Background: an optimization exercise with open tools, aiming at small area, a short achievable clock period and few clock cycles per item. Do not read the settings as production practice. Where RTL was checked, it was by simulation tests only, not by an equivalence proof against the original. Power is estimated from default activity; no workload was simulated.

==> inputs of v37 <==
Design ack_retransmit_tracker, start of the top module:
module ack_retransmit_tracker #(
   parameter int SLOTS = art_pkg::SLOTS_DEFAULT
) (
   input  wire logic                   clock,
   input  wire logic                   reset,
   input  wire logic                   req_valid,
   output wire logic                   req_ready,
   input  wire logic [art_pkg::OP_W-1:0]        req_op,
   input  wire logic [art_pkg::SEQ_W-1:0]       req_seq,
   input  wire logic                   req_is_bye,
   output wire logic                   rsp_valid,
   input  wire logic                   rsp_ready,
   output wire logic [art_pkg::KIND_W-1:0]      rsp_kind,
   output wire logic [art_pkg::SLOT_W-1:0]      rsp_slot,
   output wire logic [art_pkg::SEQ_W-1:0]       rsp_seq_out,
   output wire logic [art_pkg::RETRY_W-1:0]     rsp_retry_count,
   output wire logic                   rsp_last,
   input  wire logic                   csr_valid,
   output wire logic                   csr_ready,
   input  wire logic [art_pkg::CSR_INDEX_W-1:0] csr_index,
   input  wire logic [art_pkg::CSR_DATA_W-1:0]  csr_data
);
export LEC_CHECK = 0
export ABC_CLOCK_PERIOD_IN_PS = 3500
export CAP_MARGIN = 20
export CORE_MARGIN = 2
export CORE_UTILIZATION = 40
export PLACE_DENSITY = 0.5
export SETUP_SLACK_MARGIN = 3.0
export SLEW_MARGIN = 20
create_clock -name core_clock -period 7.0 [get_ports {clock}]
run.sh (not shown) runs the stock make flow with config.mk's settings and CLKGATE_MAP_FILE= SYNTH_SCRIPT=/design/flow/synth_recipe.tcl, a recipe that flattens the netlist after the stock synthesis.
==> inputs of v18, as changes to v37 <==
--- a/flow/design.v
+++ b/flow/design.v
@@ -86,38 +86,52 @@
          for (int i = 0; i + w < AW; i = i + 2 * w) begin
             g[i] = g[i + w] || (e[i + w] && g[i]);
             e[i] = e[i + w] && e[i];
          end
       end
       geq = g[0] || e[0];
    endfunction
+   function automatic logic geq_r(input logic [RW-1:0] a, input logic [RW-1:0] b);
+      logic [RW-1:0] g, e;
+      for (int i = 0; i < RW; i++) begin
+         g[i] = a[i] && !b[i];
+         e[i] = !(a[i] ^ b[i]);
+      end
+      for (int w = 1; w < RW; w = w * 2) begin
+         for (int i = 0; i + w < RW; i = i + 2 * w) begin
+            g[i] = g[i + w] || (e[i + w] && g[i]);
+            e[i] = e[i + w] && e[i];
+         end
+      end
+      geq_r = g[0] || e[0];
+   endfunction
    logic               rq_v, sk_v;
    logic [art_pkg::OP_W-1:0] rq_op, sk_op;
    logic [SW-1:0]      rq_seq, sk_seq;
    logic               rq_bye, sk_bye;
    logic [RW-1:0]      max_ff;         
    logic [RW-1:0]      mm1_ff;         
    logic               mz_ff;          
    logic               d0_ff;          
    logic [GW-1:0]      g_ff;
    logic [GW-1:0]      tp_ff;
    logic               fix_ff;         
    logic               chk_ff;         
    logic               wk_ff;          
    logic               wk1_ff;         
-   logic [SLOTS-1:0]   pend_ff, acked_ff, byef_ff;
+   logic [SLOTS-1:0]   pend_ff, byef_ff;    
    logic [SLOTS-1:0]   due_ff, old_ff, exh_ff;
    logic [SW-1:0]      seq_ff [SLOTS];
    logic [GW-1:0]      stp_ff [SLOTS];
    logic [RW-1:0]      ret_ff [SLOTS];
    logic               halted_ff;
    logic               tk_ff;
    logic [SLOTS-1:0]   rm_ff;          
    logic               fbye_ff, fdone_ff;
-   logic [SLOTS-1:0]   fsel_ff;
+   logic [IW-1:0]      fidx_ff;        
    logic               d1_v;
    logic [KW-1:0]      d1_kind;
    logic [SLOTS-1:0]   d1_sel;
    logic               d1_last, d1_inc, d1_rq;
    logic [SW-1:0]      d1_seq;
    logic               rsp_valid_ff;
    art_pkg::result_type rsp_ff;
@@ -129,29 +143,29 @@
          ge[i] = (cref[GW-1] ^ stp_ff[i][GW-1]) ^ geq(cref[GW-2:0], stp_ff[i][GW-2:0]);
       end
    end
    logic [SLOTS-1:0] rc, bh, eq, nobye;
    always_comb begin
       for (int i = 0; i < SLOTS; i++) begin
          rc[i] = pend_ff[i] && due_ff[i] && !exh_ff[i];
-         bh[i] = byef_ff[i] && (acked_ff[i] || (pend_ff[i] && exh_ff[i]));
+         bh[i] = byef_ff[i] && (!pend_ff[i] || exh_ff[i]);
          eq[i] = pend_ff[i] && (seq_ff[i] == rq_seq);
       end
       nobye[0] = !bh[0];
       for (int i = 1; i < SLOTS; i++) nobye[i] = nobye[i-1] && !bh[i];
    end
    logic [SLOTS-1:0] f_free, f_match, f_tick, f_bye, f_rm, rmask;
    assign f_free  = lowest(~pend_ff);
    assign f_match = lowest(eq);
    assign f_tick  = lowest(rc | bh);
    assign f_bye   = lowest(bh);
    assign f_rm    = lowest(rm_ff);
    assign rmask   = rc & nobye;
    logic tk_retx, tk_bye, rm_nz;
-   assign tk_retx = (f_tick & rc) != '0;
+   assign tk_retx = rmask != '0;
    assign tk_bye  = (f_tick & bh) != '0;
    assign rm_nz   = rm_ff != '0;
    logic [KW-1:0]    n_kind;
    logic [SLOTS-1:0] n_sel;
    logic             n_last, n_inc, n_rq;
    always_comb begin
       n_kind = art_pkg::KIND_SCAN_DONE;
@@ -163,15 +177,15 @@
          if (rm_nz) begin
             n_kind = art_pkg::KIND_RETRANSMIT;
             n_sel  = f_rm;
             n_last = 1'b0;
             n_inc  = 1'b1;
          end else if (fbye_ff) begin
             n_kind = fdone_ff ? art_pkg::KIND_BYE_DONE : art_pkg::KIND_BYE_FAILED;
-            n_sel  = fsel_ff;
+            n_sel  = SLOTS'(1) << fidx_ff;
          end
       end else if (wk_ff) begin
          n_sel = f_rm;
       end else if (halted_ff) begin
          n_kind = art_pkg::KIND_HALTED;
       end else begin
          unique case (rq_op)
@@ -188,15 +202,15 @@
             default: begin
                n_sel = f_tick;
                if (tk_retx) begin
                   n_kind = art_pkg::KIND_RETRANSMIT;
                   n_last = 1'b0;
                   n_inc  = 1'b1;
                end else if (tk_bye) begin
-                  n_kind = ((f_tick & acked_ff) != '0) ? art_pkg::KIND_BYE_DONE
+                  n_kind = ((f_tick & ~pend_ff) != '0) ? art_pkg::KIND_BYE_DONE
                                                        : art_pkg::KIND_BYE_FAILED;
                end
             end
          endcase
       end
    end
    logic rsp_free, s2_go, s1_free, busy, go;
@@ -249,25 +263,25 @@
    logic [RW-1:0]    ret_inc;
    logic             wb;              
    logic [RW-1:0]    ret_bus;
    logic             exh_bus;
    assign ret_inc = sel_ret + RW'(1);
    assign wb      = s2_go && d1_inc;
    assign ret_bus = send_we ? '0 : ret_inc;
-   assign exh_bus = send_we ? mz_ff : (wk1_ff ? (sel_ret >= max_ff) : (sel_ret == mm1_ff));
+   assign exh_bus = send_we ? mz_ff : (wk1_ff ? geq_r(sel_ret, max_ff) : (sel_ret == mm1_ff));
    always_ff @(posedge clock) begin
       if (reset) begin
          rq_v         <= 1'b0;
          sk_v         <= 1'b0;
          d1_v         <= 1'b0;
          rsp_valid_ff <= 1'b0;
          tk_ff        <= 1'b0;
          halted_ff    <= 1'b0;
          pend_ff      <= '0;
-         acked_ff     <= '0;
+         byef_ff      <= '0;
          max_ff       <= art_pkg::MAX_RETRIES_RESET;
          mm1_ff       <= art_pkg::MAX_RETRIES_RESET - RW'(1);
          mz_ff        <= 1'b0;
          d0_ff        <= 1'b0;
          g_ff         <= '0;
          tp_ff        <= GW'(1) - GW'(art_pkg::TIMEOUT_RESET - AW'(1));
          fix_ff       <= 1'b0;
@@ -315,21 +329,18 @@
             tk_ff <= tk_retx;
             if (bh != '0) halted_ff <= 1'b1;
          end else if (tk_ff && consume) begin
             tk_ff <= 1'b0;
          end
          for (int i = 0; i < SLOTS; i++) begin
             if (send_we && f_free[i]) begin
-               pend_ff[i]  <= 1'b1;
-               acked_ff[i] <= 1'b0;
-            end
-            if (conf_we && f_match[i]) begin
-               pend_ff[i]  <= 1'b0;
-               acked_ff[i] <= 1'b1;
+               pend_ff[i] <= 1'b1;
+               byef_ff[i] <= rq_bye;
             end
+            if (conf_we && f_match[i]) pend_ff[i] <= 1'b0;
          end
       end
    end
    always_ff @(posedge clock) begin
       if (!rq_v || consume) begin
          if (sk_v) begin
             rq_op  <= sk_op;
@@ -362,24 +373,21 @@
          rsp_ff.last        <= d1_last;
       end
       if (csr_mx) begin
          rm_ff <= pend_ff;
       end else if (tk_start) begin
          rm_ff    <= rmask & ~f_tick;
          fbye_ff  <= (bh != '0);
-         fsel_ff  <= f_bye;
-         fdone_ff <= ((f_bye & acked_ff) != '0);
+         fidx_ff  <= enc(f_bye);
+         fdone_ff <= ((f_bye & ~pend_ff) != '0);
       end else if ((tk_ff && emit1) || wk_ff) begin
          rm_ff <= rm_ff & ~f_rm;
       end
       for (int i = 0; i < SLOTS; i++) begin
-         if (send_we && f_free[i]) begin
-            byef_ff[i] <= rq_bye;
-            seq_ff[i]  <= rq_seq;
-         end
+         if (send_we && f_free[i]) seq_ff[i] <= rq_seq;
          if ((send_we && f_free[i]) || (tk_start && rmask[i])) stp_ff[i] <= g_next;
          if ((send_we && f_free[i]) || (wb && d1_sel[i]))      ret_ff[i] <= ret_bus;
          if ((send_we && f_free[i]) || ((wb || wk1_ff) && d1_sel[i])) exh_ff[i] <= exh_bus;
          if ((send_we && f_free[i]) || (tk_start && rmask[i])) begin
             due_ff[i] <= d0_ff;
             old_ff[i] <= 1'b0;
          end else begin
Settings changed: ABC_CLOCK_PERIOD_IN_PS 3500 to unset, CTS_BUF_LIST set to sky130_fd_sc_hd__clkbuf_8, CTS_CLUSTER_DIAMETER set to 50, CTS_CLUSTER_SIZE set to 20, SETUP_SLACK_MARGIN 3.0 to 3.9.
==> summary.txt <==
Against v18, the global-route usage of v37 is higher by 0.68 points.
Between v37 and v18, the lower maximum frequency is in v37 (gap 16%, measured against v18).
Between v37 and v18, the lower design area is in v37 (gap 3.9%, measured against v18).
Of v18 and v37, v37 has the higher first-iteration DRC count (gap about 20%, measured against v37).
Of v37 and v18, v37 has the higher die area (gap 3.4%, measured against v18).
Flip-flop and latch count: v37 is higher than v18 (28).
Between v18 and v37, the lower clock skew is in v37 (gap 0.041 ns).
Between v37 and v18, the lower final cell count is in v18 (gap 1.1%, measured against v18).
Synthesized cell count: v37 is higher than v18 (about 5%).
==> figures <==
item	v18	v37
Num tapcells	1524	1612
Result of the run	complete, no violations	complete, no violations
EDFF count, synth	801	829
Number of clock sinks	930	958
Synthesized Nets	4271	4480
Setup slack after layout	3.654 ns	3.037 ns
Largest net degree at the start of global routing	40	44
CP Data Required Time	7.55 ns	7.33 ns
Clock network fraction of total power	0.384	0.436
Worst slew slack as a fraction of its limit	0.2983	0.2352
Clock Latency Late Sink	0.85 ns	0.74 ns
Floorplan Core Area	116400 um^2	120300 um^2
Area Overhead vs Synth	24.26%	15.36%
Setup repair after global routing missed its margin	yes	no
Pre-CTS setup slack	2.071 ns	1.789 ns
Switching Fraction	0.2693	0.2471
Reg2Reg Capture Point	d1_kind[0]$_DFFE_PP_	stp_ff[13][9]$_DFFE_PP_
Multi-In Gates	2504	2670
Starting utilization of the core area	0.4037	0.4041
Testbench counts of v18, summed over its fixed seeds: cycles 4,882, items 3,200.
For v37, only the layout was checked, not whether the RTL still works.

==> build 1: inputs <==
==> flow/design.v <==
`default_nettype none
package art_pkg;
   localparam int OP_W        = 2;
   localparam int SEQ_W       = 16;
   localparam int KIND_W      = 4;
   localparam int SLOT_W      = 4;
   localparam int RETRY_W     = 8;
   localparam int AGE_W       = 16;
   localparam int CSR_INDEX_W = 4;
   localparam int CSR_DATA_W  = 16;
   localparam int SLOTS_DEFAULT = 16;
   localparam logic [OP_W-1:0] OP_SEND    = 2'd0;
   localparam logic [OP_W-1:0] OP_CONFIRM = 2'd1;
   localparam logic [OP_W-1:0] OP_TICK    = 2'd2;
   localparam logic [OP_W-1:0] OP_UNUSED  = 2'd3;
   localparam logic [KIND_W-1:0] KIND_ACCEPTED   = 4'd0;
   localparam logic [KIND_W-1:0] KIND_FULL       = 4'd1;
   localparam logic [KIND_W-1:0] KIND_CONFIRMED  = 4'd2;
   localparam logic [KIND_W-1:0] KIND_UNMATCHED  = 4'd3;
   localparam logic [KIND_W-1:0] KIND_RETRANSMIT = 4'd4;
   localparam logic [KIND_W-1:0] KIND_BYE_DONE   = 4'd5;
   localparam logic [KIND_W-1:0] KIND_BYE_FAILED = 4'd6;
   localparam logic [KIND_W-1:0] KIND_SCAN_DONE  = 4'd7;
   localparam logic [KIND_W-1:0] KIND_HALTED     = 4'd8;
   localparam logic [CSR_INDEX_W-1:0] CSR_TIMEOUT_TICKS = 4'd0;
   localparam logic [CSR_INDEX_W-1:0] CSR_MAX_RETRIES   = 4'd1;
   localparam logic [AGE_W-1:0]       TIMEOUT_RESET     = 16'd250;
   localparam logic [RETRY_W-1:0]     MAX_RETRIES_RESET = 8'd3;
   typedef struct packed {
      logic [KIND_W-1:0]  kind;
      logic [SLOT_W-1:0]  slot;
      logic [SEQ_W-1:0]   seq_out;
      logic [RETRY_W-1:0] retry_count;
      logic               last;
   } result_type;
endpackage
`default_nettype wire
`default_nettype none
module ack_retransmit_tracker #(
   parameter int SLOTS = art_pkg::SLOTS_DEFAULT
) (
   input  wire logic                   clock,
   input  wire logic                   reset,
   input  wire logic                   req_valid,
   output wire logic                   req_ready,
   input  wire logic [art_pkg::OP_W-1:0]        req_op,
   input  wire logic [art_pkg::SEQ_W-1:0]       req_seq,
   input  wire logic                   req_is_bye,
   output wire logic                   rsp_valid,
   input  wire logic                   rsp_ready,
   output wire logic [art_pkg::KIND_W-1:0]      rsp_kind,
   output wire logic [art_pkg::SLOT_W-1:0]      rsp_slot,
   output wire logic [art_pkg::SEQ_W-1:0]       rsp_seq_out,
   output wire logic [art_pkg::RETRY_W-1:0]     rsp_retry_count,
   output wire logic                   rsp_last,
   input  wire logic                   csr_valid,
   output wire logic                   csr_ready,
   input  wire logic [art_pkg::CSR_INDEX_W-1:0] csr_index,
   input  wire logic [art_pkg::CSR_DATA_W-1:0]  csr_data
);
   localparam int IW = (SLOTS > 1) ? $clog2(SLOTS) : 1;
   localparam int SW = art_pkg::SEQ_W;
   localparam int AW = art_pkg::AGE_W;
   localparam int RW = art_pkg::RETRY_W;
   localparam int GW = AW + 1;           
   logic               rq_v, sk_v;
   logic [art_pkg::OP_W-1:0] rq_op, sk_op;
   logic [SW-1:0]      rq_seq, sk_seq;
   logic               rq_bye, sk_bye;
   logic [RW-1:0]      max_ff;         
   logic [RW-1:0]      mm1_ff;         
   logic               mz_ff;          
   logic               d0_ff;          
   logic [GW-1:0]      g_ff;
   logic [GW-1:0]      tp_ff;
   logic               fix_ff;         
   logic               chk_ff;         
   logic               wk_ff;          
   logic [SLOTS-1:0]   pend_ff, acked_ff, byef_ff;
   logic [SLOTS-1:0]   due_ff, old_ff, exh_ff;
   logic [SW-1:0]      seq_ff [SLOTS];
   logic [GW-1:0]      stp_ff [SLOTS];
   logic [RW-1:0]      ret_ff [SLOTS];
   logic               halted_ff;
   logic               tk_ff;
   logic [SLOTS-1:0]   rm_ff;
   logic               fbye_ff, fdone_ff;
   logic [SLOTS-1:0]   fsel_ff;
   logic               rsp_valid_ff;
   art_pkg::result_type rsp_ff;
   function automatic logic [SLOTS-1:0] lowest(input logic [SLOTS-1:0] v);
      logic seen;
      seen = 1'b0;
      for (int i = 0; i < SLOTS; i++) begin
         lowest[i] = v[i] && !seen;
         seen      = seen || v[i];
      end
   endfunction
   function automatic logic [IW-1:0] enc(input logic [SLOTS-1:0] oh);
      enc = '0;
      for (int i = 0; i < SLOTS; i++) if (oh[i]) enc = enc | IW'(i);
   endfunction
   logic [GW-1:0]    cref;
   logic [SLOTS-1:0] ge;
   always_comb begin
      cref = chk_ff ? (g_ff + GW'(1) - GW'(1 << AW)) : tp_ff;
      for (int i = 0; i < SLOTS; i++) begin
         ge[i] = (cref[GW-1] ^ stp_ff[i][GW-1]) ^ (cref[GW-2:0] >= stp_ff[i][GW-2:0]);
      end
   end
   logic [SLOTS-1:0] rc, bh, eq, nobye;
   always_comb begin
      for (int i = 0; i < SLOTS; i++) begin
         rc[i] = pend_ff[i] && due_ff[i] && !exh_ff[i];
         bh[i] = byef_ff[i] && (acked_ff[i] || (pend_ff[i] && exh_ff[i]));
         eq[i] = pend_ff[i] && (seq_ff[i] == rq_seq);
      end
      nobye[0] = !bh[0];
      for (int i = 1; i < SLOTS; i++) nobye[i] = nobye[i-1] && !bh[i];
   end
   logic             free, busy, go;
   assign free = !rsp_valid_ff || rsp_ready;
   assign busy = fix_ff || chk_ff || wk_ff;
   assign go   = rq_v && free && !busy;
   logic [SLOTS-1:0] f_free, f_match, f_tick, f_bye, f_rm, rmask, sel;
   assign f_free  = lowest(~pend_ff);
   assign f_match = lowest(eq);
   assign f_tick  = lowest(rc | bh);
   assign f_bye   = lowest(bh);
   assign f_rm    = lowest(rm_ff);
   assign rmask   = rc & nobye;
   logic [SW-1:0]    sel_seq;
   logic [RW-1:0]    sel_ret;
   always_comb begin
      sel_seq = '0;
      sel_ret = '0;
      for (int i = 0; i < SLOTS; i++) begin
         if (sel[i]) begin
            sel_seq = sel_seq | seq_ff[i];
            sel_ret = sel_ret | ret_ff[i];
         end
      end
   end
   logic             emit, consume;
   logic             tk_start, retx, send_we, conf_we;
   art_pkg::result_type res;
   always_comb begin
      res      = '0;
      emit     = 1'b0;
      consume  = 1'b0;
      tk_start = 1'b0;
      retx     = 1'b0;
      send_we  = 1'b0;
      conf_we  = 1'b0;
      sel      = f_rm;
      if (wk_ff) begin
         sel = f_rm;
      end else if (tk_ff) begin
         if (rm_ff != '0) begin
            sel             = f_rm;
            res.kind        = art_pkg::KIND_RETRANSMIT;
            res.slot        = enc(f_rm);
            res.seq_out     = sel_seq;
            res.retry_count = sel_ret + RW'(1);
            retx            = free;
         end else begin
            sel      = fsel_ff;
            res.last = 1'b1;
            if (fbye_ff) begin
               res.kind        = fdone_ff ? art_pkg::KIND_BYE_DONE : art_pkg::KIND_BYE_FAILED;
               res.slot        = enc(fsel_ff);
               res.seq_out     = sel_seq;
               res.retry_count = sel_ret;
            end else begin
               res.kind = art_pkg::KIND_SCAN_DONE;
            end
            consume = free;
         end
         emit = free;
      end else if (go) begin
         emit    = 1'b1;
         consume = 1'b1;
         if (halted_ff) begin
            res.kind = art_pkg::KIND_HALTED;
            res.last = 1'b1;
         end else begin
            unique case (rq_op)
               art_pkg::OP_SEND: begin
                  res.seq_out = rq_seq;
                  res.last    = 1'b1;
                  if (f_free != '0) begin
                     res.kind = art_pkg::KIND_ACCEPTED;
                     res.slot = enc(f_free);
                     send_we  = 1'b1;
                  end else begin
                     res.kind = art_pkg::KIND_FULL;
                  end
               end
               art_pkg::OP_CONFIRM: begin
                  res.seq_out = rq_seq;
                  res.last    = 1'b1;
                  sel         = f_match;
                  if (f_match != '0) begin
                     res.kind        = art_pkg::KIND_CONFIRMED;
                     res.slot        = enc(f_match);
                     res.retry_count = sel_ret;
                     conf_we         = 1'b1;
                  end else begin
                     res.kind = art_pkg::KIND_UNMATCHED;
                  end
               end
               art_pkg::OP_TICK: begin
                  tk_start = 1'b1;
                  sel      = f_tick;
                  res.slot = enc(f_tick);
                  res.seq_out     = sel_seq;
                  if ((f_tick & rc) != '0) begin
                     res.kind        = art_pkg::KIND_RETRANSMIT;
                     res.retry_count = sel_ret + RW'(1);
                     retx            = 1'b1;
                     consume         = 1'b0;
                  end else begin
                     res.last = 1'b1;
                     res.retry_count = sel_ret;
                     if (f_tick != '0) begin
                        res.kind = ((f_tick & acked_ff) != '0) ? art_pkg::KIND_BYE_DONE
                                                               : art_pkg::KIND_BYE_FAILED;
                     end else begin
                        res.kind    = art_pkg::KIND_SCAN_DONE;
                        res.seq_out = '0;
                     end
                  end
               end
               default: begin
                  emit = 1'b0;
               end
            endcase
         end
      end
   end
   assign req_ready = !sk_v;
   assign csr_ready = !reset;
   logic accept;
   assign accept = req_valid && !sk_v;
   logic csr_to, csr_mx;
   assign csr_to = csr_valid && (csr_index == art_pkg::CSR_TIMEOUT_TICKS);
   assign csr_mx = csr_valid && (csr_index == art_pkg::CSR_MAX_RETRIES);
   logic [RW-1:0] ret_bus;
   logic          exh_bus;
   assign ret_bus = send_we ? '0 : sel_ret + RW'(1);
   assign exh_bus = send_we ? mz_ff : (wk_ff ? (sel_ret >= max_ff) : (sel_ret == mm1_ff));
   logic [GW-1:0] g_next;
   assign g_next = tk_start ? g_ff + GW'(1) : g_ff;
   always_ff @(posedge clock) begin
      if (reset) begin
         rq_v         <= 1'b0;
         sk_v         <= 1'b0;
         tk_ff        <= 1'b0;
         rsp_valid_ff <= 1'b0;
         halted_ff    <= 1'b0;
         pend_ff      <= '0;
         acked_ff     <= '0;
         max_ff       <= art_pkg::MAX_RETRIES_RESET;
         mm1_ff       <= art_pkg::MAX_RETRIES_RESET - RW'(1);
         mz_ff        <= 1'b0;
         d0_ff        <= 1'b0;
         g_ff         <= '0;
         tp_ff        <= GW'(1) - GW'(art_pkg::TIMEOUT_RESET - AW'(1));
         fix_ff       <= 1'b0;
         chk_ff       <= 1'b0;
         wk_ff        <= 1'b0;
      end else begin
         if (!rq_v || consume) begin
            rq_v <= sk_v || accept;
            sk_v <= 1'b0;
         end else if (accept) begin
            sk_v <= 1'b1;
         end
         if (emit)           rsp_valid_ff <= 1'b1;
         else if (rsp_ready) rsp_valid_ff <= 1'b0;
         if (csr_to) begin
            tp_ff  <= g_ff + GW'(1) - GW'(csr_data);
            d0_ff  <= (csr_data <= AW'(1));
            chk_ff <= 1'b1;
            fix_ff <= 1'b1;
         end else if (chk_ff) begin
            chk_ff <= 1'b0;
         end else if (fix_ff) begin
            fix_ff <= 1'b0;
            tp_ff  <= tp_ff + GW'(1);
         end else if (tk_start) begin
            tp_ff  <= tp_ff + GW'(1);
            if (g_ff[AW-1:0] == '1) chk_ff <= 1'b1;
         end
         if (csr_mx) begin
            max_ff <= csr_data[RW-1:0];
            mm1_ff <= csr_data[RW-1:0] - RW'(1);
            mz_ff  <= (csr_data[RW-1:0] == '0);
         end
         g_ff <= g_next;
         if (csr_mx) begin
            wk_ff <= (pend_ff != '0);
         end else if (wk_ff && (rm_ff & ~f_rm) == '0) begin
            wk_ff <= 1'b0;
         end
         if (tk_start) begin
            tk_ff <= retx;
            if (bh != '0) halted_ff <= 1'b1;
         end else if (tk_ff && consume) begin
            tk_ff <= 1'b0;
         end
         for (int i = 0; i < SLOTS; i++) begin
            if (send_we && f_free[i]) begin
               pend_ff[i]  <= 1'b1;
               acked_ff[i] <= 1'b0;
            end
            if (conf_we && f_match[i]) begin
               pend_ff[i]  <= 1'b0;
               acked_ff[i] <= 1'b1;
            end
         end
      end
   end
   always_ff @(posedge clock) begin
      if (!rq_v || consume) begin
         if (sk_v) begin
            rq_op  <= sk_op;
            rq_seq <= sk_seq;
            rq_bye <= sk_bye;
         end else begin
            rq_op  <= req_op;
            rq_seq <= req_seq;
            rq_bye <= req_is_bye;
         end
      end
      if (!sk_v) begin
         sk_op  <= req_op;
         sk_seq <= req_seq;
         sk_bye <= req_is_bye;
      end
      if (emit) rsp_ff <= res;
      if (csr_mx) begin
         rm_ff <= pend_ff;
      end else if (tk_start) begin
         rm_ff   <= rmask & ~f_tick;
         fbye_ff <= (bh != '0);
         fsel_ff <= f_bye;
         fdone_ff <= ((f_bye & acked_ff) != '0);
      end else if ((tk_ff && retx) || wk_ff) begin
         rm_ff <= rm_ff & ~f_rm;
      end
      for (int i = 0; i < SLOTS; i++) begin
         if (send_we && f_free[i]) begin
            byef_ff[i] <= rq_bye;
            seq_ff[i]  <= rq_seq;
         end
         if ((send_we && f_free[i]) || (tk_start && rmask[i])) stp_ff[i] <= g_next;
         if ((send_we && f_free[i]) || (retx && sel[i]))       ret_ff[i] <= ret_bus;
         if ((send_we && f_free[i]) || ((retx || wk_ff) && sel[i])) exh_ff[i] <= exh_bus;
         if ((send_we && f_free[i]) || (tk_start && rmask[i])) begin
            due_ff[i] <= d0_ff;
            old_ff[i] <= 1'b0;
         end else begin
            if (tk_start) due_ff[i] <= due_ff[i] || ge[i];
            if (fix_ff && !chk_ff) due_ff[i] <= old_ff[i] || ge[i];
            if (chk_ff && pend_ff[i] && ge[i]) old_ff[i] <= 1'b1;
         end
      end
   end
   assign rsp_valid       = rsp_valid_ff;
   assign rsp_kind        = rsp_ff.kind;
   assign rsp_slot        = rsp_ff.slot;
   assign rsp_seq_out     = rsp_ff.seq_out;
   assign rsp_retry_count = rsp_ff.retry_count;
   assign rsp_last        = rsp_ff.last;
endmodule
`default_nettype wire
==> flow/run.sh <==
#!/bin/bash
# synth_recipe.tcl (not shown) runs the flow's synth.tcl, then flattens the netlist and writes it again
# the make line also repeats each setting of config.mk as NAME=value (left out here)
make -C /OpenROAD-flow-scripts/flow DESIGN_CONFIG=/design/flow/config.mk WORK_HOME=/design/flow/orfs CLKGATE_MAP_FILE= SYNTH_SCRIPT=/design/flow/synth_recipe.tcl finish
==> flow/config.mk <==
export PLATFORM = sky130hd
export DESIGN_NAME = ack_retransmit_tracker
export DESIGN_NICKNAME = ack_retransmit_tracker
export VERILOG_FILES = /design/flow/design.v
export SDC_FILE = /design/flow/constraint.sdc
export NUM_CORES = 4
export LEC_CHECK = 0
export CAP_MARGIN = 20
export CORE_MARGIN = 2
export CORE_UTILIZATION = 40
export PLACE_DENSITY = 0.6
export SLEW_MARGIN = 20
==> flow/constraint.sdc <==
create_clock -name core_clock -period 7.0 [get_ports {clock}]
set_input_delay 1.4000 -clock core_clock [delete_from_list [all_inputs] [get_ports {clock}]]
set_output_delay 1.4000 -clock core_clock [all_outputs]
set_load 0.01 [all_outputs]
==> build 86: changes against build 1 <==
==> flow/design.v, changed modules only <==
module ack_retransmit_tracker #(
   parameter int SLOTS = art_pkg::SLOTS_DEFAULT
) (
   input  wire logic                   clock,
   input  wire logic                   reset,
   input  wire logic                   req_valid,
   output wire logic                   req_ready,
   input  wire logic [art_pkg::OP_W-1:0]        req_op,
   input  wire logic [art_pkg::SEQ_W-1:0]       req_seq,
   input  wire logic                   req_is_bye,
   output wire logic                   rsp_valid,
   input  wire logic                   rsp_ready,
   output wire logic [art_pkg::KIND_W-1:0]      rsp_kind,
   output wire logic [art_pkg::SLOT_W-1:0]      rsp_slot,
   output wire logic [art_pkg::SEQ_W-1:0]       rsp_seq_out,
   output wire logic [art_pkg::RETRY_W-1:0]     rsp_retry_count,
   output wire logic                   rsp_last,
   input  wire logic                   csr_valid,
   output wire logic                   csr_ready,
   input  wire logic [art_pkg::CSR_INDEX_W-1:0] csr_index,
   input  wire logic [art_pkg::CSR_DATA_W-1:0]  csr_data
);
   localparam int IW = (SLOTS > 1) ? $clog2(SLOTS) : 1;
   localparam int SW = art_pkg::SEQ_W;
   localparam int AW = art_pkg::AGE_W;
   localparam int RW = art_pkg::RETRY_W;
   localparam int GW = AW + 1;           
   logic               rq_v, sk_v;
   logic [art_pkg::OP_W-1:0] rq_op, sk_op;
   logic [SW-1:0]      rq_seq, sk_seq;
   logic               rq_bye, sk_bye;
   logic [RW-1:0]      max_ff;         
   logic [RW-1:0]      mm1_ff;         
   logic               mz_ff;          
   logic               d0_ff;          
   logic [GW-1:0]      g_ff;
   logic [GW-1:0]      tp_ff;
   logic               fix_ff;         
   logic               chk_ff;         
   logic               wk_ff;          
   logic [SLOTS-1:0]   pend_ff, acked_ff, byef_ff;
   logic [SLOTS-1:0]   due_ff, old_ff, exh_ff;
   logic [SW-1:0]      seq_ff [SLOTS];
   logic [GW-1:0]      stp_ff [SLOTS];
   logic [RW-1:0]      ret_ff [SLOTS];
   logic               halted_ff;
   logic               tk_ff;
   logic [SLOTS-1:0]   rm_ff;
   logic               fbye_ff, fdone_ff;
   logic [SLOTS-1:0]   fsel_ff;
   logic               rsp_valid_ff;
   art_pkg::result_type rsp_ff;
   function automatic logic [SLOTS-1:0] lowest(input logic [SLOTS-1:0] v);
      logic seen;
      seen = 1'b0;
      for (int i = 0; i < SLOTS; i++) begin
         lowest[i] = v[i] && !seen;
         seen      = seen || v[i];
      end
   endfunction
   function automatic logic [IW-1:0] enc(input logic [SLOTS-1:0] oh);
      enc = '0;
      for (int i = 0; i < SLOTS; i++) if (oh[i]) enc = enc | IW'(i);
   endfunction
   logic [GW-1:0]    cref;
   logic [SLOTS-1:0] ge;
   always_comb begin
      cref = chk_ff ? (g_ff + GW'(1) - GW'(1 << AW)) : tp_ff;
      for (int i = 0; i < SLOTS; i++) begin
         ge[i] = (cref[GW-1] ^ stp_ff[i][GW-1]) ^ (cref[GW-2:0] >= stp_ff[i][GW-2:0]);
      end
   end
   logic [SLOTS-1:0] rc, bh, eq, nobye;
   always_comb begin
      for (int i = 0; i < SLOTS; i++) begin
         rc[i] = pend_ff[i] && due_ff[i] && !exh_ff[i];
         bh[i] = byef_ff[i] && (acked_ff[i] || (pend_ff[i] && exh_ff[i]));
         eq[i] = pend_ff[i] && (seq_ff[i] == rq_seq);
      end
      nobye[0] = !bh[0];
      for (int i = 1; i < SLOTS; i++) nobye[i] = nobye[i-1] && !bh[i];
   end
   logic             free, busy, go;
   assign free = !rsp_valid_ff || rsp_ready;
   assign busy = fix_ff || chk_ff || wk_ff || wbw_ff;
   assign go   = rq_v && free && !busy;
   logic [SLOTS-1:0] f_free, f_match, f_tick, f_bye, f_rm, rmask, sel;
   assign f_free  = lowest(~pend_ff);
   assign f_match = lowest(eq);
   assign f_tick  = lowest(rc | bh);
   assign f_bye   = lowest(bh);
   assign f_rm    = lowest(rm_ff);
   assign rmask   = rc & nobye;
   logic [SW-1:0]    sel_seq;
   logic [RW-1:0]    sel_ret;
   always_comb begin
      sel_seq = '0;
      sel_ret = '0;
      for (int i = 0; i < SLOTS; i++) begin
         if (sel[i]) begin
            sel_seq = sel_seq | seq_ff[i];
            sel_ret = sel_ret | ret_ff[i];
         end
      end
   end
   logic             emit, consume, tk_cont;
   logic             tk_start, retx, send_we, conf_we;
   logic             tk_retx, tk_bye;
   art_pkg::result_type res;
   assign tk_retx = (f_tick & rc) != '0;
   assign tk_bye  = (f_tick & bh) != '0;
   always_comb begin
      if (tk_ff) begin
         sel = (rm_ff != '0) ? f_rm : fsel_ff;
      end else if (wk_ff) begin
         sel = f_rm;
      end else if (rq_op == art_pkg::OP_CONFIRM) begin
         sel = f_match;
      end else begin
         sel = f_tick;
      end
   end
   always_comb begin
      res     = '0;
      tk_cont = 1'b0;
      if (tk_ff) begin
         if (rm_ff != '0) begin
            res.kind        = art_pkg::KIND_RETRANSMIT;
            res.slot        = enc(f_rm);
            res.seq_out     = sel_seq;
            res.retry_count = sel_ret + RW'(1);
            tk_cont         = 1'b1;
         end else begin
            res.last = 1'b1;
            if (fbye_ff) begin
               res.kind        = fdone_ff ? art_pkg::KIND_BYE_DONE : art_pkg::KIND_BYE_FAILED;
               res.slot        = enc(fsel_ff);
               res.seq_out     = sel_seq;
               res.retry_count = sel_ret;
            end else begin
               res.kind = art_pkg::KIND_SCAN_DONE;
            end
         end
      end else if (halted_ff) begin
         res.kind = art_pkg::KIND_HALTED;
         res.last = 1'b1;
      end else begin
         unique case (rq_op)
            art_pkg::OP_SEND: begin
               res.seq_out = rq_seq;
               res.last    = 1'b1;
               res.kind    = (f_free != '0) ? art_pkg::KIND_ACCEPTED : art_pkg::KIND_FULL;
               res.slot    = enc(f_free);
            end
            art_pkg::OP_CONFIRM: begin
               res.seq_out     = rq_seq;
               res.last        = 1'b1;
               res.kind        = (f_match != '0) ? art_pkg::KIND_CONFIRMED : art_pkg::KIND_UNMATCHED;
               res.slot        = enc(f_match);
               res.retry_count = sel_ret;
            end
            default: begin
               res.slot    = enc(f_tick);
               res.seq_out = sel_seq;
               if (tk_retx) begin
                  res.kind        = art_pkg::KIND_RETRANSMIT;
                  res.retry_count = sel_ret + RW'(1);
                  tk_cont         = 1'b1;
               end else begin
                  res.last        = 1'b1;
                  res.retry_count = sel_ret;
                  if (tk_bye) begin
                     res.kind = ((f_tick & acked_ff) != '0) ? art_pkg::KIND_BYE_DONE
                                                            : art_pkg::KIND_BYE_FAILED;
                  end else begin
                     res.kind = art_pkg::KIND_SCAN_DONE;
                  end
               end
            end
         endcase
      end
   end
   always_comb begin
      emit     = 1'b0;
      consume  = 1'b0;
      tk_start = 1'b0;
      retx     = 1'b0;
      send_we  = 1'b0;
      conf_we  = 1'b0;
      if (tk_ff) begin
         emit    = free;
         consume = free && !tk_cont;
         retx    = free && tk_cont;
      end else if (go) begin
         consume = halted_ff || (rq_op != art_pkg::OP_TICK) || !tk_retx;
         emit    = halted_ff || (rq_op != art_pkg::OP_UNUSED);
         if (!halted_ff) begin
            send_we  = (rq_op == art_pkg::OP_SEND) && (f_free != '0);
            conf_we  = (rq_op == art_pkg::OP_CONFIRM) && (f_match != '0);
            tk_start = (rq_op == art_pkg::OP_TICK);
            retx     = tk_start && tk_cont;
         end
      end
   end
   assign req_ready = !sk_v;
   assign csr_ready = !reset;
   logic accept;
   assign accept = req_valid && !sk_v;
   logic csr_to, csr_mx;
   assign csr_to = csr_valid && (csr_index == art_pkg::CSR_TIMEOUT_TICKS);
   assign csr_mx = csr_valid && (csr_index == art_pkg::CSR_MAX_RETRIES);
   logic                wb_ff, wbw_ff;
   logic [SLOTS-1:0]    wb_sel;
   logic [RW-1:0]       ret_bus;
   logic                exh_bus;
   assign wb_sel  = SLOTS'(1) << rsp_ff.slot;
   assign ret_bus = send_we ? '0 : rsp_ff.retry_count;
   assign exh_bus = send_we ? mz_ff : (rsp_ff.retry_count >= max_ff);
   logic [GW-1:0] g_next;
   assign g_next = tk_start ? g_ff + GW'(1) : g_ff;
   always_ff @(posedge clock) begin
      if (reset) begin
         rq_v         <= 1'b0;
         sk_v         <= 1'b0;
         tk_ff        <= 1'b0;
         rsp_valid_ff <= 1'b0;
         halted_ff    <= 1'b0;
         pend_ff      <= '0;
         acked_ff     <= '0;
         max_ff       <= art_pkg::MAX_RETRIES_RESET;
         mm1_ff       <= art_pkg::MAX_RETRIES_RESET - RW'(1);
         mz_ff        <= 1'b0;
         d0_ff        <= 1'b0;
         g_ff         <= '0;
         tp_ff        <= GW'(1) - GW'(art_pkg::TIMEOUT_RESET - AW'(1));
         fix_ff       <= 1'b0;
         chk_ff       <= 1'b0;
         wk_ff        <= 1'b0;
         wb_ff        <= 1'b0;
         wbw_ff       <= 1'b0;
      end else begin
         wb_ff  <= retx;
         wbw_ff <= wk_ff;
         if (!rq_v || consume) begin
            rq_v <= sk_v || accept;
            sk_v <= 1'b0;
         end else if (accept) begin
            sk_v <= 1'b1;
         end
         if (emit)           rsp_valid_ff <= 1'b1;
         else if (rsp_ready) rsp_valid_ff <= 1'b0;
         if (csr_to) begin
            tp_ff  <= g_ff + GW'(1) - GW'(csr_data);
            d0_ff  <= (csr_data <= AW'(1));
            chk_ff <= 1'b1;
            fix_ff <= 1'b1;
         end else if (chk_ff) begin
            chk_ff <= 1'b0;
         end else if (fix_ff) begin
            fix_ff <= 1'b0;
            tp_ff  <= tp_ff + GW'(1);
         end else if (tk_start) begin
            tp_ff  <= tp_ff + GW'(1);
            if (g_ff[AW-1:0] == '1) chk_ff <= 1'b1;
         end
         if (csr_mx) begin
            max_ff <= csr_data[RW-1:0];
            mm1_ff <= csr_data[RW-1:0] - RW'(1);
            mz_ff  <= (csr_data[RW-1:0] == '0);
         end
         g_ff <= g_next;
         if (csr_mx) begin
            wk_ff <= (pend_ff != '0);
         end else if (wk_ff && (rm_ff & ~f_rm) == '0) begin
            wk_ff <= 1'b0;
         end
         if (tk_start) begin
            tk_ff <= retx;
            if (bh != '0) halted_ff <= 1'b1;
         end else if (tk_ff && consume) begin
            tk_ff <= 1'b0;
         end
         for (int i = 0; i < SLOTS; i++) begin
            if (send_we && f_free[i]) begin
               pend_ff[i]  <= 1'b1;
               acked_ff[i] <= 1'b0;
            end
            if (conf_we && f_match[i]) begin
               pend_ff[i]  <= 1'b0;
               acked_ff[i] <= 1'b1;
            end
         end
      end
   end
   always_ff @(posedge clock) begin
      if (!rq_v || consume) begin
         if (sk_v) begin
            rq_op  <= sk_op;
            rq_seq <= sk_seq;
            rq_bye <= sk_bye;
         end else begin
            rq_op  <= req_op;
            rq_seq <= req_seq;
            rq_bye <= req_is_bye;
         end
      end
      if (!sk_v) begin
         sk_op  <= req_op;
         sk_seq <= req_seq;
         sk_bye <= req_is_bye;
      end
      if (emit) begin
         rsp_ff <= res;
      end else if (wk_ff) begin
         rsp_ff.slot        <= enc(f_rm);
         rsp_ff.retry_count <= sel_ret;
      end
      if (csr_mx) begin
         rm_ff <= pend_ff;
      end else if (tk_start) begin
         rm_ff   <= rmask & ~f_tick;
         fbye_ff <= (bh != '0);
         fsel_ff <= f_bye;
         fdone_ff <= ((f_bye & acked_ff) != '0);
      end else if ((tk_ff && retx) || wk_ff) begin
         rm_ff <= rm_ff & ~f_rm;
      end
      for (int i = 0; i < SLOTS; i++) begin
         if (send_we && f_free[i]) begin
            byef_ff[i] <= rq_bye;
            seq_ff[i]  <= rq_seq;
         end
         if ((send_we && f_free[i]) || (tk_start && rmask[i])) stp_ff[i] <= g_next;
         if ((send_we && f_free[i]) || (wb_ff && wb_sel[i]))            ret_ff[i] <= ret_bus;
         if ((send_we && f_free[i]) || ((wb_ff || wbw_ff) && wb_sel[i])) exh_ff[i] <= exh_bus;
         if ((send_we && f_free[i]) || (tk_start && rmask[i])) begin
            due_ff[i] <= d0_ff;
            old_ff[i] <= 1'b0;
         end else begin
            if (tk_start) due_ff[i] <= due_ff[i] || ge[i];
            if (fix_ff && !chk_ff) due_ff[i] <= old_ff[i] || ge[i];
            if (chk_ff && pend_ff[i] && ge[i]) old_ff[i] <= 1'b1;
         end
      end
   end
   assign rsp_valid       = rsp_valid_ff;
   assign rsp_kind        = rsp_ff.kind;
   assign rsp_slot        = rsp_ff.slot;
   assign rsp_seq_out     = rsp_ff.seq_out;
   assign rsp_retry_count = rsp_ff.retry_count;
   assign rsp_last        = rsp_ff.last;
endmodule
Settings changed: ABC_CLOCK_PERIOD_IN_PS from default to 3500, PLACE_DENSITY 0.6 to 0.5, SETUP_SLACK_MARGIN from default to 3.0.
==> results.yml <==
floorplanning:
  nWellTaps: 1625
setup_path:
  r2r-start: "rq_seq[9]$_DFFE_PP_"
  worstPathBufferInverterCount: 4
sta:
  layout_setup_ws_ps: 520
  finalCriticalPeriod_ps: 6480
  worst_pin_slew_ps: 1140
synthesis:
  yosys-top-cells-count: "edfxtp_1 (790), inv_1 (371), nand2_1 (315)"
  ys_types: 95
  synth_fa_ha_area_share_pct: 7.51
  synth.top_cell.area_share_pct: 48.5
  synth-compound-area-share_pct: 13.8
power_and_ir_drop:
  switching_power_mw: 3.26
hold_path:
  hp-start: "old_ff[6]$_SDFFE_PP0P_"
clock_network:
  numCtsBuffers: 102
run_status:
  status: "timing/DRC/antenna clean"
cells_and_area:
  fin_area_um2: 56000
global_routing:
  antenna_found_initial: 7
placed_design:
  dpl.hpwl_um: 123000
(the above is from build 1)
==> results.yml <==
hold_path:
  hp-start: "max_ff[5]$_SDFFE_PP0P_"
floorplanning:
  nWellTaps: 1536
setup_path:
  r2r-start: "rq_seq[14]$_DFFE_PP_"
  worstPathBufferInverterCount: 2
synthesis:
  synth-compound-area-share_pct: 13.7
  yosys-top-cells-count: "edfxtp_1 (790), inv_1 (323), ha_1 (283)"
  ys_types: 94
  synth.top_cell.area_share_pct: 50.0
  synth_fa_ha_area_share_pct: 7.55
power_and_ir_drop:
  switching_power_mw: 3.29
global_routing:
  antenna_found_initial: 3
clock_network:
  clk_latency_ps: 740
placed_design:
  dpl.hpwl_um: 123000
sta:
  layout_setup_ws_ps: 2590
  finalCriticalPeriod_ps: 4410
  worst_pin_slew_ps: 1150
cells_and_area:
  fin_area_um2: 59300
run_status:
  status: "timing/DRC/antenna clean"
(the above is from build 86)
Testbench counts of build 86, summed over its fixed seeds: cycles 4,874, items 3,200.
Only the layout flow was run in build 1; the RTL was not checked for function there.

port drivers added, routing unchanged:
No port has a modelled driver above. Below, the same layouts with a new extraction and two added sets of constraints.
Step 1 sets driving cells, clkbuf_16 on the clock port and buf_2 on the other inputs (assumed; they add their load-dependent delay and slew).
Step 2 adds t to the input delays and takes it off the output delays; t is the mean of the earliest and latest rising clock arrival at the registers after step 1. Input paths then give back, and output paths get back, about the clock's delay inside the block.
Three values: no drivers, after step 1, after step 2; two values: the first two.
run	shift t [ns]	setup slack, ns	worst setup path at the end	clock arrival spread, ns	slew at the worst register clock pin (ns)
v37	0.800	3.037 / 3.037 / 2.346	input to register	0.032 / 0.031	0.06 / 0.06
v18	0.885	3.654 / 3.654 / 3.064	input to register	0.079 / 0.078	0.10 / 0.10
build 1	0.797	0.520 / 0.520 / 0.109	input to register	0.035 / 0.036	0.07 / 0.07
build 86	0.792	2.594 / 2.594 / 2.244	input to register	0.063 / 0.063	0.07 / 0.07
After both steps setup and hold are still met in every run listed. The setup slack of v37, which loses most, moves by 0.000 ns with the drivers and by -0.691 ns with both steps.
